Context: an optimization exercise on an open-source flow, tuned for a short achievable clock period and few clock cycles. The choices shown serve that exercise and are no tape-out recipe.
Function was checked by simulation only, so behaviour that the tests miss may differ from the original.
No activity file was given, so power comes from the tool's default toggle rates.

## mips_pipeline
module mips_pipeline (
    input  logic            clk,
    input  logic            rstn,
    output mips_pkg::word_t imem_addr,
    input  mips_pkg::word_t imem_instr,
    output mips_pkg::word_t dmem_addr,
    output mips_pkg::word_t dmem_wdata,
    output logic            dmem_we,
    output logic            dmem_re,
    input  mips_pkg::word_t dmem_rdata
);
    logic [31:0] pc;
    logic [31:0] pc_next;
    logic        d_we;                
    logic        zero_ok;             
    logic        zero_val;            
    logic [4:0]  d_dst;
    logic [31:0] regs [1:31];
    logic        pend;                
    logic [31:0] pend_target;
    logic [63:0] bht;                 
    logic        id_valid;
    logic        id_pred;             
    logic [31:0] id_instr;
    logic [31:0] id_pc;
    logic [31:0] id_t0;               
    logic [15:0] id_moff;             
    logic [31:0] id_ra;               
    logic [31:0] id_rb;
    logic        id_a_wb, id_a_wb2;   
    logic        id_b_wb, id_b_wb2;   
    logic        id_dep_a, id_dep_b;  
    logic [6:0]  id_eq_sel;           
    logic        id_eq_always;        
    logic        id_br_early;         
    logic        id_is_r, id_is_addi, id_is_lw, id_is_sw, id_is_beq;
    logic        id_writes;           
    logic [4:0]  id_dst;
    logic        id_late;             
    logic        id_agi;              
    logic [31:0] ex_a;                
    logic [31:0] ex_b;                
    logic [31:0] ex_maddr;
    logic [31:0] ex_redir;            
    logic        ex_pred;
    logic [5:0]  ex_bidx;
    logic [4:0]  ex_dst;
    logic        ex_we;
    logic        ex_re;
    logic        ex_st;
    logic        ex_late;             
    logic        ex_zero;             
    logic        ex_add, ex_sub, ex_and, ex_or, ex_slt, ex_ld;   
    logic [31:0] st_data;             
    logic [31:0] wb_val;
    logic [4:0]  wb_dst;
    logic        wb_we;
    logic [31:0] wb2_val;
    logic [4:0]  wb2_dst;
    logic        wb2_we;
    logic [31:0] pc4;
    logic [31:0] f_imm;
    logic [31:0] f_t0;
    logic [31:0] rf_a, rf_b;
    logic [4:0]  f_rs, f_rt;
    pc_port u_pc_port (.clk(clk), .d(pc_next), .q(imem_addr));    
    logic [29:0] pc_inc;
    fast_inc30 u_pc4 (.x(pc[31:2]), .s(pc_inc));
    assign pc4       = {pc_inc, pc[1:0]};
  ...
Size in the first run: ~93000 um^2 of cells after synthesis.
==> module next_pc, before the edit <==
module next_pc (
    input  logic [31:0] id_ra,         
    input  logic [31:0] id_rb,
    input  logic [31:0] wb_val,
    input  logic [31:0] wb2_val,
    input  logic [6:0]  eq_sel,        
    input  logic        eq0,           
    input  logic        br_early,      
    input  logic [31:0] ex_a,          
    input  logic [31:0] ex_b,
    input  logic        ex_late,
    input  logic        ex_pred,
    input  logic [31:0] ex_redir,      
    input  logic [31:0] id_target,
    input  logic [31:0] other,         
    output logic [31:0] pc_next,
    output logic        early_taken,
    output logic        mispredict,    
    output logic        ex_taken
);
    logic [6:0] eqs;
    assign eqs[0] = eq0;
    fast_eq32 u_eq1 (.x(id_ra),  .y(id_rb),   .e(eqs[1]));
    fast_eq32 u_eq2 (.x(wb_val), .y(id_rb),   .e(eqs[2]));
    fast_eq32 u_eq3 (.x(wb2_val), .y(id_rb),  .e(eqs[3]));
    fast_eq32 u_eq4 (.x(id_ra),  .y(wb_val),  .e(eqs[4]));
    fast_eq32 u_eq5 (.x(id_ra),  .y(wb2_val), .e(eqs[5]));
    fast_eq32 u_eq6 (.x(wb_val), .y(wb2_val), .e(eqs[6]));
    fast_eq32 u_eqx (.x(ex_a),   .y(ex_b),    .e(ex_taken));
    genvar k;
    generate
        for (k = 0; k < 8; k++) begin : nib
            logic et, mp;
            br_decide u_d (.eq_sel(eq_sel), .eqs(eqs), .br_early(br_early),
                           .ex_late(ex_late), .ex_pred(ex_pred), .ex_eq(ex_taken),
                           .early_taken(et), .mispredict(mp));
            pc_mux4 u_m (.mispredict(mp), .early_taken(et),
                         .ex_redir(ex_redir[4*k +: 4]), .id_target(id_target[4*k +: 4]),
                         .other(other[4*k +: 4]), .y(pc_next[4*k +: 4]));
            if (k == 0) begin : ctl
                assign early_taken = et;
                assign mispredict  = mp;
            end
        end
    endgenerate
endmodule
==> module fast_eq32, before the edit <==
module fast_eq32 (
    input  logic [31:0] x,
    input  logic [31:0] y,
    output logic        e
);
    logic [31:0] d;
    logic [15:0] l1;                
    logic [7:0]  l2;                
    logic [3:0]  l3;
    logic [1:0]  l4;                
    genvar i;
    generate
        for (i = 0; i < 32; i++) begin : x_
            ks_xor u (.a(x[i]), .b(y[i]), .y(d[i]));
        end
        for (i = 0; i < 16; i++) begin : a1
            ks_nor u (.a(d[2*i]), .b(d[2*i+1]), .y(l1[i]));
        end
        for (i = 0; i < 8; i++) begin : a2
            ks_nand u (.a(l1[2*i]), .b(l1[2*i+1]), .y(l2[i]));
        end
        for (i = 0; i < 4; i++) begin : a3
            ks_nor u (.a(l2[2*i]), .b(l2[2*i+1]), .y(l3[i]));
        end
        for (i = 0; i < 2; i++) begin : a4
            ks_nand u (.a(l3[2*i]), .b(l3[2*i+1]), .y(l4[i]));
        end
    endgenerate
    ks_nor u5 (.a(l4[0]), .b(l4[1]), .y(e));
endmodule
Settings: LEC_CHECK=0, ABC_CLOCK_PERIOD_IN_PS=2500, CAP_MARGIN=20, CORE_MARGIN=2, CORE_UTILIZATION=40, SETUP_SLACK_MARGIN=4, SLEW_MARGIN=20, SYNTH_HIERARCHICAL=1; clock period 6.2 ns.
standard.sh (not shown) runs the stock make flow with config.mk's settings and CLKGATE_MAP_FILE= SYNTH_SCRIPT=/design/flow/synth_recipe.tcl, a recipe that flattens the netlist after the stock synthesis.
==> flow/flow/run.sh <==
#!/bin/bash
# The standard layout (standard.sh, the standard flow's own ORFS run on this design),
# with one change: synthesis does not lift half and full adders into the
# library's adder cells (ADDER_MAP_FILE left empty), so the gate-level
# optimiser keeps the adders' carry logic and maps it for speed.
# make's full output goes to flow_make.log here; each ORFS step also keeps
# its own log under orfs/logs/.
set -euo pipefail
bash standard.sh ADDER_MAP_FILE= finish > flow_make.log 2>&1
Testbench counts at the start, summed over its fixed seeds: cycles 22,987.
Edit:
--- a/flow/design.v
+++ b/flow/design.v
@@ -61,13 +61,13 @@
 );
     logic [6:0] eqs;
     assign eqs[0] = eq0;
-    fast_eq32 u_eq1 (.x(id_ra),  .y(id_rb),   .e(eqs[1]));
-    fast_eq32 u_eq2 (.x(wb_val), .y(id_rb),   .e(eqs[2]));
-    fast_eq32 u_eq3 (.x(wb2_val), .y(id_rb),  .e(eqs[3]));
-    fast_eq32 u_eq4 (.x(id_ra),  .y(wb_val),  .e(eqs[4]));
-    fast_eq32 u_eq5 (.x(id_ra),  .y(wb2_val), .e(eqs[5]));
-    fast_eq32 u_eq6 (.x(wb_val), .y(wb2_val), .e(eqs[6]));
-    fast_eq32 u_eqx (.x(ex_a),   .y(ex_b),    .e(ex_taken));
+    eq32 u_eq1 (.x(id_ra),  .y(id_rb),   .e(eqs[1]));
+    eq32 u_eq2 (.x(wb_val), .y(id_rb),   .e(eqs[2]));
+    eq32 u_eq3 (.x(wb2_val), .y(id_rb),  .e(eqs[3]));
+    eq32 u_eq4 (.x(id_ra),  .y(wb_val),  .e(eqs[4]));
+    eq32 u_eq5 (.x(id_ra),  .y(wb2_val), .e(eqs[5]));
+    eq32 u_eq6 (.x(wb_val), .y(wb2_val), .e(eqs[6]));
+    eq32 u_eqx (.x(ex_a),   .y(ex_b),    .e(ex_taken));
     genvar k;
     generate
         for (k = 0; k < 8; k++) begin : nib
@@ -332,36 +332,6 @@
     assign o = x | y;
     assign z = !h[0] && (h[31:1] == o[30:0]);
 endmodule
-module fast_eq32 (
-    input  logic [31:0] x,
-    input  logic [31:0] y,
-    output logic        e
-);
-    logic [31:0] d;
-    logic [15:0] l1;                
-    logic [7:0]  l2;                
-    logic [3:0]  l3;
-    logic [1:0]  l4;                
-    genvar i;
-    generate
-        for (i = 0; i < 32; i++) begin : x_
-            ks_xor u (.a(x[i]), .b(y[i]), .y(d[i]));
-        end
-        for (i = 0; i < 16; i++) begin : a1
-            ks_nor u (.a(d[2*i]), .b(d[2*i+1]), .y(l1[i]));
-        end
-        for (i = 0; i < 8; i++) begin : a2
-            ks_nand u (.a(l1[2*i]), .b(l1[2*i+1]), .y(l2[i]));
-        end
-        for (i = 0; i < 4; i++) begin : a3
-            ks_nor u (.a(l2[2*i]), .b(l2[2*i+1]), .y(l3[i]));
-        end
-        for (i = 0; i < 2; i++) begin : a4
-            ks_nand u (.a(l3[2*i]), .b(l3[2*i+1]), .y(l4[i]));
-        end
-    endgenerate
-    ks_nor u5 (.a(l4[0]), .b(l4[1]), .y(e));
-endmodule
 `timescale 1ns/1ns
 module mips_pipeline (
     input  logic            clk,
Effect: The changed run completed without violations; hold slack is worse by 0.018 ns; design area went up by about 1.8%; area after synthesis drops by 0.38%; via count stays flat; die area went down by about 0.38%; non-clock buffer count grows by 36; clock power is about the same.
Testbench counts after the change, summed over its fixed seeds: cycles 22,987.

---

cedar:
Another version of the RTL of mips_pipeline (not shown whole).
Size in the first run: ~7400 cells after synthesis, about 1600 flip-flops, ~160 I/O pins, about 86000 µm² of cells after synthesis.
// mips_pipeline
module mips_pipeline (
    input  logic            clk,
    input  logic            rstn,
    output mips_pkg::word_t imem_addr,
    input  mips_pkg::word_t imem_instr,
    output mips_pkg::word_t dmem_addr,
    output mips_pkg::word_t dmem_wdata,
    output logic            dmem_we,
    output logic            dmem_re,
    input  mips_pkg::word_t dmem_rdata
);
    logic [31:0] pc;
    logic [31:0] pc_next;
    logic        d_we;                
    logic [4:0]  d_dst;
    logic [31:0] regs [1:31];
    logic        pend;                
    logic [31:0] pend_target;
    logic [63:0] bht;                 
    logic        id_valid;
    logic        id_pred;             
    logic [31:0] id_instr;
    logic [31:0] id_pc;
    logic [31:0] id_t0;               
    logic [15:0] id_moff;             
    logic [31:0] id_ra;               
    logic [31:0] id_rb;
    logic        id_a_wb, id_a_wb2;   
    logic        id_b_wb, id_b_wb2;   
    logic        id_dep_a, id_dep_b;  
    logic [6:0]  id_eq_sel;           
    logic        id_br_early;         
    logic        id_is_r, id_is_addi, id_is_lw, id_is_sw, id_is_beq;
    logic        id_writes;           
    logic [4:0]  id_dst;
    logic        id_late;             
    logic        id_agi;              
    logic [31:0] ex_a;                
    logic [31:0] ex_b;                
    logic [31:0] ex_maddr;
    logic [31:0] ex_redir;            
    logic        ex_pred;
    logic [5:0]  ex_bidx;
    logic [4:0]  ex_dst;
    logic        ex_we;
    logic        ex_re;
    logic        ex_st;
    logic        ex_late;             
    logic        ex_add, ex_sub, ex_and, ex_or, ex_slt, ex_ld;   
    logic [31:0] st_data;             
    logic [31:0] wb_val;
    logic [4:0]  wb_dst;
    logic        wb_we;
    logic [31:0] wb2_val;
    logic [4:0]  wb2_dst;
    logic        wb2_we;
    logic [31:0] pc4;
    logic [31:0] f_imm;
    logic [31:0] f_t0;
    logic [31:0] rf_a, rf_b;
    logic [4:0]  f_rs, f_rt;
    pc_port u_pc_port (.clk(clk), .d(pc_next), .q(imem_addr));    
    assign pc4       = pc + 32'd4;
    assign f_imm     = {{16{imem_instr[15]}}, imem_instr[15:0]};
    fast_add32 u_target (.x(pc), .y({f_imm[29:0], 2'b00}), .ci(1'b0), .s(f_t0));
  ...
Settings: LEC_CHECK=0, ABC_CLOCK_PERIOD_IN_PS=2500, CAP_MARGIN=20, CORE_MARGIN=2, CORE_UTILIZATION=40, SETUP_SLACK_MARGIN=4, SLEW_MARGIN=20, SYNTH_HIERARCHICAL=1; clock period 6.2 ns.
Scripts as last shown in full above: flow/flow/run.sh
Testbench counts of cedar, summed over its fixed seeds: cycles 23,235.
### cedar -> amber
--- a/flow/design.v
+++ b/flow/design.v
@@ -79,25 +79,16 @@
                          .other(other[4*k +: 4]), .y(pc_next[4*k +: 4]));
             if (k == 0) begin : ctl
                 assign early_taken = et;
                 assign mispredict  = mp;
             end
         end
     endgenerate
 endmodule
-module pc_port (
-    input  logic        clk,
-    input  logic [31:0] d,
-    output logic [31:0] q
-);
-    always_ff @(posedge clk) begin
-        q <= d;
-    end
-endmodule
 `timescale 1ns/1ns
 module add32 (
     input  logic [31:0] x,
     input  logic [31:0] y,
     output logic [31:0] s
 );
     assign s = x + y;
 endmodule
@@ -273,19 +264,16 @@
     input  mips_pkg::word_t imem_instr,
     output mips_pkg::word_t dmem_addr,
     output mips_pkg::word_t dmem_wdata,
     output logic            dmem_we,
     output logic            dmem_re,
     input  mips_pkg::word_t dmem_rdata
 );
     logic [31:0] pc;
-    logic [31:0] pc_next;
-    logic        d_we;                
-    logic [4:0]  d_dst;
     logic [31:0] regs [1:31];
     logic        pend;                
     logic [31:0] pend_target;
     logic [63:0] bht;                 
     logic        id_valid;
     logic        id_pred;             
     logic [31:0] id_instr;
     logic [31:0] id_pc;
@@ -322,17 +310,17 @@
     logic [31:0] wb2_val;
     logic [4:0]  wb2_dst;
     logic        wb2_we;
     logic [31:0] pc4;
     logic [31:0] f_imm;
     logic [31:0] f_t0;
     logic [31:0] rf_a, rf_b;
     logic [4:0]  f_rs, f_rt;
-    pc_port u_pc_port (.clk(clk), .d(pc_next), .q(imem_addr));    
+    assign imem_addr = pc;
     assign pc4       = pc + 32'd4;
     assign f_imm     = {{16{imem_instr[15]}}, imem_instr[15:0]};
     fast_add32 u_target (.x(pc), .y({f_imm[29:0], 2'b00}), .ci(1'b0), .s(f_t0));
     assign f_rs      = imem_instr[25:21];
     assign f_rt      = imem_instr[20:16];
     assign rf_a      = (f_rs == 5'd0) ? 32'd0 : regs[f_rs];
     assign rf_b      = (f_rt == 5'd0) ? 32'd0 : regs[f_rt];
     logic       f_is_r, f_is_addi, f_is_lw, f_is_sw, f_is_beq;
@@ -365,16 +353,18 @@
                 4'b1001, 4'b0110: n_eq_sel[6] = 1'b1;
                 default:          n_eq_sel[1] = 1'b1;
             endcase
     end
     logic [5:0]  op, fn;
     logic [4:0]  rs, rt, rd;
     logic [31:0] imm;
     logic        is_r, is_addi, is_lw, is_sw, is_beq;
+    logic        d_we;
+    logic [4:0]  d_dst;
     logic [31:0] a, b;
     logic        replay;
     logic        go;                  
     logic        late;
     logic        early_taken;
     logic [31:0] maddr;
     logic [31:0] id_target;
     assign id_target = id_t0 + 32'd4;
@@ -408,16 +398,17 @@
     alu_fwd u_alu (
         .x(ex_a), .y(ex_b),
         .s_add(ex_add), .s_sub(ex_sub), .s_and(ex_and), .s_or(ex_or), .s_slt(ex_slt),
         .s_ld(ex_ld), .rdata(dmem_rdata),
         .a_id(a), .b_id(b), .imm(imm),
         .fwd_a(id_dep_a), .fwd_b(id_dep_b), .use_imm(is_addi), .is_sw(is_sw),
         .res(res), .next_a(next_a), .next_b(next_b), .next_sd(next_sd)
     );
+    logic [31:0] pc_next;
     logic        mispredict;
     logic        ex_taken;
     logic [31:0] other;
     assign other = rstn ? 32'h0040_0000 : replay ? id_pc : pend ? pend_target :
                    (late && id_pred) ? id_target : pc4;
     next_pc u_next_pc (
         .id_ra(id_ra), .id_rb(id_rb), .wb_val(wb_val), .wb2_val(wb2_val),
         .eq_sel(id_eq_sel), .br_early(id_valid && id_br_early),
- Relative to cedar, the height of the die measured on amber has decreased slightly.
- Compared to cedar, amber has worst-margin pin slew 0.038 ns lower.
- Changes observed in amber relative to cedar: clock tree cell share of total cell area went down 0.16 points, count of mapped cells out of synthesis went down 32, signal arrival time at the worst endpoint went up 2.05 ns, number of CTS-inserted buffers went down 5.
Testbench counts of amber, summed over its fixed seeds: cycles 23,235.

re-timing with driven ports:
Ports are ideal in the flow. The routed layouts listed here were re-timed in OpenROAD. Step 1 sets driving cells, clkbuf_16 on the clock port and buf_2 on the other inputs (assumed; they add their load-dependent delay and slew). Step 2, shift: input delay + t, output delay - t, t = (earliest + latest rising clock arrival at the registers) / 2. This alone moves slack from input paths to output paths. Three values: no drivers, after step 1, after step 2; two values: the first two.
| run | shift t [ns] | setup WS [ns] | worst slew at a driven data input, ns |
|---|---|---|---|
| the first run of note 1 | 0.933 | 3.574 / 3.509 / 2.576 | 0.46 |
| the second run of note 1 | 0.967 | 3.559 / 3.452 / 2.641 | 0.49 |
| cedar | 0.916 | 3.580 / 3.403 / 2.487 | 0.65 |
| amber | 0.921 | 3.463 / 3.455 / 2.680 | 0.48 |
After both steps every run listed still meets setup and hold. The setup slack of cedar, which loses most, moves by -0.177 ns with the drivers and by -1.093 ns with both steps.
